What follows belongs to an exercise in optimizing a design on an open flow for small area; a production flow would make more cautious choices. Only simulation tests tie the RTL to the original design; equivalence was not proved. Power is estimated from default activity; no workload was simulated.

== orange ==
// reg_file_sb
module reg_file_sb
#(
    parameter int DATA_WIDTH = 64,
    parameter int ADDR_WIDTH = 4,
    parameter int BYPASS     = 1
) (
    input  logic                  clk,
    input  logic                  rst,
    output logic                  ready,
    input  logic                  wena,
    input  logic [ADDR_WIDTH-1:0] waddr,
    input  logic [DATA_WIDTH-1:0] wdata,
    input  logic                  resv_en,
    input  logic [ADDR_WIDTH-1:0] resv_addr,
    input  logic [ADDR_WIDTH-1:0] r0addr,
    input  logic [ADDR_WIDTH-1:0] r1addr,
    output logic [DATA_WIDTH-1:0] r0data,
    output logic [DATA_WIDTH-1:0] r1data,
    output logic                  r0busy,
    output logic                  r1busy,
    output reg_file_pkg::state_t  state_dbg
);
Size: ~2300 cells after synthesis, roughly 990 flip-flops, about 220 I/O pins, ~0.040 mm2 of cells after synthesis.
==> module reg_file_sb, before the edit <==
module reg_file_sb
#(
    parameter int DATA_WIDTH = 64,
    parameter int ADDR_WIDTH = 4,
    parameter int BYPASS     = 1
) (
    input  logic                  clk,
    input  logic                  rst,
    output logic                  ready,
    input  logic                  wena,
    input  logic [ADDR_WIDTH-1:0] waddr,
    input  logic [DATA_WIDTH-1:0] wdata,
    input  logic                  resv_en,
    input  logic [ADDR_WIDTH-1:0] resv_addr,
    input  logic [ADDR_WIDTH-1:0] r0addr,
    input  logic [ADDR_WIDTH-1:0] r1addr,
    output logic [DATA_WIDTH-1:0] r0data,
    output logic [DATA_WIDTH-1:0] r1data,
    output logic                  r0busy,
    output logic                  r1busy,
    output reg_file_pkg::state_t  state_dbg
);
    localparam int DEPTH = 16;
    logic [3:0] cnt;
    logic       rdy;
    assign rdy = &cnt;
    always_ff @(posedge clk) begin
        if (rst)       cnt <= '0;
        else if (!rdy) cnt <= cnt + 1'b1;
    end
    assign ready     = rdy;
    assign state_dbg = reg_file_pkg::state_t'(rdy);
    logic       a_hit, b_hit, a_en, b_en, a_byp, b_byp;
    logic [3:0] w_lo, w_hi, s_lo, s_hi, a_lo, a_hi, b_lo, b_hi;
    assign a_hit = wena && (waddr == r0addr);
    assign b_hit = wena && (waddr == r1addr);
    assign a_en  = rdy && !a_hit;
    assign b_en  = rdy && !b_hit;
    assign a_byp = a_hit && (r0addr != '0);
    assign b_byp = b_hit && (r1addr != '0);
    assign w_lo = {4{wena}}          & (4'b0001 << waddr[1:0]);
    assign w_hi =                      (4'b0001 << waddr[3:2]);
    assign s_lo = {4{resv_en & rdy}} & (4'b0001 << resv_addr[1:0]);
    assign s_hi =                      (4'b0001 << resv_addr[3:2]);
    assign a_lo = {4{a_en}}          & (4'b0001 << r0addr[1:0]);
    assign a_hi =                      (4'b0001 << r0addr[3:2]);
    assign b_lo = {4{b_en}}          & (4'b0001 << r1addr[1:0]);
    assign b_hi =                      (4'b0001 << r1addr[3:2]);
    logic [DATA_WIDTH-1:0] regs [1:DEPTH-1];
    logic [DEPTH-1:1]      valid;
    logic [DEPTH-1:1]      pending;
    localparam int HALF = DATA_WIDTH / 2;
    logic [DEPTH-1:1] we_lo, we_hi;
    logic [DEPTH-1:1] a_sel_lo, a_sel_hi, b_sel_lo, b_sel_hi;
    for (genvar i = 1; i < DEPTH; i++) begin : g_reg
        reg_file_and2 u_we_lo (.a (w_lo[i%4]), .b (w_hi[i/4]), .y (we_lo[i]));
        reg_file_and2 u_we_hi (.a (w_lo[i%4]), .b (w_hi[i/4]), .y (we_hi[i]));
        reg_file_and3 u_a_lo (.a (a_lo[i%4]), .b (a_hi[i/4]), .c (valid[i]), .y (a_sel_lo[i]));
        reg_file_and3 u_a_hi (.a (a_lo[i%4]), .b (a_hi[i/4]), .c (valid[i]), .y (a_sel_hi[i]));
        reg_file_and3 u_b_lo (.a (b_lo[i%4]), .b (b_hi[i/4]), .c (valid[i]), .y (b_sel_lo[i]));
        reg_file_and3 u_b_hi (.a (b_lo[i%4]), .b (b_hi[i/4]), .c (valid[i]), .y (b_sel_hi[i]));
    end
    always_ff @(posedge clk) begin
        for (int i = 1; i < DEPTH; i++) begin
            if (we_lo[i]) regs[i][HALF-1:0]          <= wdata[HALF-1:0];
            if (we_hi[i]) regs[i][DATA_WIDTH-1:HALF] <= wdata[DATA_WIDTH-1:HALF];
        end
    end
    always_ff @(posedge clk) begin
        for (int i = 1; i < DEPTH; i++) begin
            valid[i]   <= !rst && rdy && (valid[i] || we_lo[i]);
            pending[i] <= !rst && ((pending[i] && !we_lo[i]) || (s_lo[i%4] && s_hi[i/4]));
        end
    end
    reg_file_scoreboard #(.DEPTH(DEPTH)) u_sb0 (
        .pending (pending), .lo (a_lo), .hi (a_hi), .busy (r0busy)
    );
    reg_file_scoreboard #(.DEPTH(DEPTH)) u_sb1 (
        .pending (pending), .lo (b_lo), .hi (b_hi), .busy (r1busy)
    );
    logic a_byp_lo, a_byp_hi, b_byp_lo, b_byp_hi;
    reg_file_and2 u_ab_lo (.a (a_byp), .b (rdy), .y (a_byp_lo));
    reg_file_and2 u_ab_hi (.a (a_byp), .b (rdy), .y (a_byp_hi));
    reg_file_and2 u_bb_lo (.a (b_byp), .b (rdy), .y (b_byp_lo));
    reg_file_and2 u_bb_hi (.a (b_byp), .b (rdy), .y (b_byp_hi));
    for (genvar b = 0; b < DATA_WIDTH; b++) begin : g_bit
        logic [DEPTH-1:1] col;
        for (genvar i = 1; i < DEPTH; i++) begin : g_col
            assign col[i] = regs[i][b];
        end
        reg_file_rdbit #(.N(DEPTH-1)) u_r0 (
            .sel (b < HALF ? a_sel_lo : a_sel_hi), .d (col),
            .byp (b < HALF ? a_byp_lo : a_byp_hi), .wd (wdata[b]), .y (r0data[b])
        );
        reg_file_rdbit #(.N(DEPTH-1)) u_r1 (
            .sel (b < HALF ? b_sel_lo : b_sel_hi), .d (col),
            .byp (b < HALF ? b_byp_lo : b_byp_hi), .wd (wdata[b]), .y (r1data[b])
        );
    end
endmodule
clock: 7.0 ns
lec_check: 0
cap_margin: 20
core_margin: 2
core_utilization: 40
gpl_timing_driven: 0
slew_margin: 20
synth_hierarchical: 1
standard.sh (not shown) runs the stock make flow with config.mk's settings and CLKGATE_MAP_FILE= SYNTH_SCRIPT=/design/flow/synth_recipe.tcl, a recipe that flattens the netlist after the stock synthesis.
==> flow/flow/run.sh <==
#!/bin/bash
# Standard layout (standard.sh) with these changes, passed as ORFS variables:
#  - before global placement, flow/upsize.tcl gives the small AND gates that
#    drive the read selects and write enables (fanout >= 12) x2 strength
#  - port buffers use the smallest buffer (buf_1) instead of the resizer's pick
cp standard.sh standard_sh.log
export PRE_GLOBAL_PLACE_TCL="$(pwd)/flow/upsize.tcl"
export BUFFER_PORTS_ARGS="-buffer_cell sky130_fd_sc_hd__buf_1"
export CTS_ARGS="-sink_clustering_enable -repair_clock_nets -buf_list sky130_fd_sc_hd__clkbuf_8 -sink_clustering_size 18 -sink_clustering_max_diameter 100 -dont_use_dummy_load"
bash standard.sh > standard.log 2>&1
==> flow/flow/upsize.tcl <==
# Upsize small drivers of high-fanout nets (read selects, write enables)
# to the x2 strength of the same cell, before global placement.
set n 0
foreach inst [[ord::get_db_block] getInsts] {
  set m [[$inst getMaster] getName]
  if {![regexp {^sky130_fd_sc_hd__(and2|and3)_[01]$} $m -> base]} continue
  foreach it [$inst getITerms] {
    if {[$it isOutputSignal] && [$it getNet] ne "NULL"} {
      set fo [expr {[llength [[$it getNet] getITerms]] - 1}]
      if {$fo >= 12} {
        replace_cell [$inst getName] sky130_fd_sc_hd__${base}_2
        incr n
      }
    }
  }
}
puts "upsize.tcl: upsized $n drivers"
Modified inputs, green compared to orange
-- flow/design.v --
<<< orange, line 69
    assign s_lo = {4{resv_en & rdy}} & (4'b0001 << resv_addr[1:0]);
    assign s_hi =                      (4'b0001 << resv_addr[3:2]);
    assign a_lo = {4{a_en}}          & (4'b0001 << r0addr[1:0]);
    assign a_hi =                      (4'b0001 << r0addr[3:2]);
    assign b_lo = {4{b_en}}          & (4'b0001 << r1addr[1:0]);
    assign b_hi =                      (4'b0001 << r1addr[3:2]);
    logic [DATA_WIDTH-1:0] regs [1:DEPTH-1];
    logic [DEPTH-1:1]      valid;
>>> green, line 69
    assign s_lo = {4{resv_en & rdy}} & (4'b0001 << resv_addr[1:0]);
    assign s_hi =                      (4'b0001 << resv_addr[3:2]);
    assign a_lo =                      (4'b0001 << r0addr[1:0]);
    assign a_hi = {4{a_en}}          & (4'b0001 << r0addr[3:2]);
    assign b_lo =                      (4'b0001 << r1addr[1:0]);
    assign b_hi = {4{b_en}}          & (4'b0001 << r1addr[3:2]);
    logic [DATA_WIDTH-1:0] regs [1:DEPTH-1];
    logic [DEPTH-1:1]      valid;
==> run notes <==
green did not stop at any stage, and its layout met the timing, DRC and antenna checks. Having completed the whole flow, orange delivered a layout that passed the timing, DRC and antenna checks. Compared with orange, in green worst hold slack rose by 9.8 ps, critical path depth has decreased. Synthesized-area fraction occupied by ao, oa, aoi and oai cells of green is on par with orange. Internal power contribution (higher): orange. Register area share after synthesis delta (green -> orange): insignificant. Between green and orange, the relative area change from synthesis to final layout is higher for orange. The share of the synthesized netlist area taken by xor and xnor gates on green is in line with that on orange. Between green and orange, the power drawn by the clock network is lower for green. green vs orange, mean routed wirelength per cell went down by about 0.75%. On worst-case headroom to the max-slew limit: between green and orange, it ends up higher for green. [compare] base=orange new=green: data required time at the worst endpoint saw little to no change, number of DRC markers in iteration 0 increased about 0.6%.

port drivers added, routing unchanged:
In the flow no input, the clock included, has a driving cell. The finished layouts below were timed again as built, in two steps. Step 1: set_driving_cell puts a clkbuf_16 on clk and a buf_2 on each other input, an assumption about the parent block. Step 2, shift: input delay + t, output delay - t, t = (earliest + latest rising clock arrival at the registers) / 2. This alone moves slack from input paths to output paths. Three values: ideal, step 1, step 2; two values: the first two.
run	t, ns	setup WS [ns]	worst hold slack (ns)	worst data-port slew with drivers (ns)
orange	0.776	0.499 / 0.468 / 0.468	0.511 / 0.511 / 0.511	0.15
green	0.808	0.560 / 0.535 / 0.535	0.521 / 0.521 / 0.521	0.15
After both steps every run listed still meets setup and hold. The setup slack of orange, which loses most, moves by -0.031 ns with the drivers and by -0.031 ns with both steps.
